Source: an optimization exercise on an open RTL-to-GDS flow (aim: small area). Production flows keep margins and buffers that such runs may drop. Only simulation tests tie the RTL to the original design; equivalence was not proved.

== lane 1 ==
Design heater_standby_mode_controller_top, start of the top module:
module heater_standby_mode_controller_top (
    input  wire logic                         clk,
    input  wire logic                         rst_n,
    input  wire logic                         cfg_we,
    input  wire logic [hsmc_pkg::ADDR_W-1:0]  cfg_addr,
    input  wire logic [hsmc_pkg::CFG_W-1:0]   cfg_wdata,
    input  wire logic                         pass_valid,
    output      logic                         pass_ready,
    input  wire logic [hsmc_pkg::TIME_W-1:0]  pass_now_ms,
    input  wire logic                         pass_set_level,
    input  wire logic                         pass_set_pressed,
    input  wire logic                         pass_minus_pressed,
    input  wire logic                         pass_plus_pressed,
    input  wire logic                         pass_motion_event,
    input  wire logic [hsmc_pkg::TIME_W-1:0]  pass_motion_time_ms,
    output      logic                         result_valid,
    input  wire logic                         result_ready,
    output      logic                         result_heat_on,
    output      logic                         result_standby,
    output      logic                         result_drive_mode,
    output      logic [hsmc_pkg::DEG_W-1:0]   result_target_temp,
    output      logic [hsmc_pkg::DEG_W-1:0]   result_selected_temp,
    output      logic [hsmc_pkg::COUNT_W-1:0] result_countdown_s
);
Size in the first run: about 3900 cells after synthesis, roughly 31000 sq um of cells after synthesis.
export LEC_CHECK = 0
export ABC_AREA = 1
export CAP_MARGIN = 20
export CORE_MARGIN = 2
export CORE_UTILIZATION = 55
export CTS_BUF_LIST = sky130_fd_sc_hd__clkbuf_16
export CTS_CLUSTER_DIAMETER = 80
export CTS_CLUSTER_SIZE = 20
export SLEW_MARGIN = 20
create_clock -name core_clock -period 12.0 [get_ports {clk}]
standard.sh (not shown) runs the stock make flow with config.mk's settings and CLKGATE_MAP_FILE= SYNTH_SCRIPT=/design/flow/synth_recipe.tcl, a recipe that flattens the netlist after the stock synthesis.
==> flow/flow/run.sh <==
#!/bin/bash
# The standard layout, with the port buffers made of the smallest buffer cell.
set -euo pipefail
export BUFFER_PORTS_ARGS="-buffer_cell sky130_fd_sc_hd__buf_1"
bash standard.sh > standard_flow.log 2>&1
What lane 2 does differently from lane 1 at the input level:
Settings: a deleted CTS_CLUSTER_SIZE that had been 20; a deleted CTS_BUF_LIST that had been sky130_fd_sc_hd__clkbuf_16; a deleted CTS_CLUSTER_DIAMETER that had been 80.
==> flow/run.sh (new file) <==
#!/bin/bash
# synth_recipe.tcl (not shown) runs the flow's synth.tcl, then flattens the netlist and writes it again
# the make line also repeats each setting of config.mk as NAME=value (left out here)
make -C /OpenROAD-flow-scripts/flow DESIGN_CONFIG=/design/flow/config.mk WORK_HOME=/design/flow/orfs CLKGATE_MAP_FILE= SYNTH_SCRIPT=/design/flow/synth_recipe.tcl finish
removed: flow/flow/run.sh
removed: flow/standard.sh
- On relative slew slack: between lane 1 and lane 2, it ends up lower for lane 2.
- Lane 2 against lane 1: via count shows an increase of 158; setup slack rose 0.10 ns.
- Diff lane 1 and lane 2: post-layout instance area lower in lane 1
- A cell with the biggest individual delay on the critical path of xnor2_1 is what lane 1 shows, while clkdlybuf4s50_1 belongs to lane 2.
- Maximum frequency, lane 1 and lane 2: higher on lane 2
For lane 3, these inputs were changed with respect to lane 2:
Settings: CTS_BUF_LIST now sky130_fd_sc_hd__clkbuf_16, previously not set; CORE_UTILIZATION now 65, was 55; CTS_CLUSTER_SIZE now 28, previously not set; CTS_CLUSTER_DIAMETER now 100, previously not set.
==> flow/flow/run.sh (new file) <==
#!/bin/bash
# The standard layout, with the port buffers made of the smallest buffer cell.
set -euo pipefail
export BUFFER_PORTS_ARGS="-buffer_cell sky130_fd_sc_hd__buf_1"
bash standard.sh > standard_flow.log 2>&1
==> flow/standard.sh (new file) <==
#!/bin/bash
# synth_recipe.tcl (not shown) runs the flow's synth.tcl, then flattens the netlist and writes it again
# the make line also repeats each setting of config.mk as NAME=value (left out here)
make -C /OpenROAD-flow-scripts/flow DESIGN_CONFIG=/design/flow/config.mk WORK_HOME=/design/flow/orfs CLKGATE_MAP_FILE= SYNTH_SCRIPT=/design/flow/synth_recipe.tcl "${@:-finish}"
removed: flow/run.sh
## What came out
In the reports for lane 2 and lane 3, the smaller number of buffers and inverters on the critical path belongs to lane 2.
Lower worst setup slack was reported by lane 3, not lane 2.
Compared to lane 2, lane 3 was floorplanned on a smaller die.
Via density per instance ends up lower on lane 2.
Compared with lane 2, in lane 3 routed wire length went down by about 0.8%; via count increased about 2%.
Lane 3 reports its end point of the critical path as u_core.idle[27] while lane 2 reports u_core.idle[7].

-- re-timing with driven ports --
Ports are ideal in the flow. The routed layouts listed here were re-timed in OpenROAD.
Step 1 (the two cells are an assumption about what drives the block):
set clk [get_ports {clk}]
set_driving_cell -lib_cell sky130_fd_sc_hd__clkbuf_16 $clk
set_driving_cell -lib_cell sky130_fd_sc_hd__buf_2 [delete_from_list [all_inputs] $clk]
Step 2 times the ports against the registers' clock, not the clock port: input delays grow and output delays shrink by t, the midpoint of the rising clock arrivals with the driver on.
Three values: ideal ports, drivers, drivers and shift; two values: the first two.
run	t, ns	slack for setup (ns)	hold WS [ns]	slew at the worst register clock pin (ns)
lane 1	0.663	1.011 / 1.044 / 0.382	0.455 / 0.455 / 0.455	0.09 / 0.09
lane 2	0.653	1.112 / 1.146 / 0.493	0.456 / 0.456 / 0.456	0.06 / 0.06
lane 3	0.627	0.942 / 0.971 / 0.344	0.458 / 0.458 / 0.458	0.12 / 0.12
After both steps setup and hold are still met in every run listed. For lane 1, which loses most, drivers alone change the setup slack by +0.033 ns; drivers and shift together by -0.629 ns.
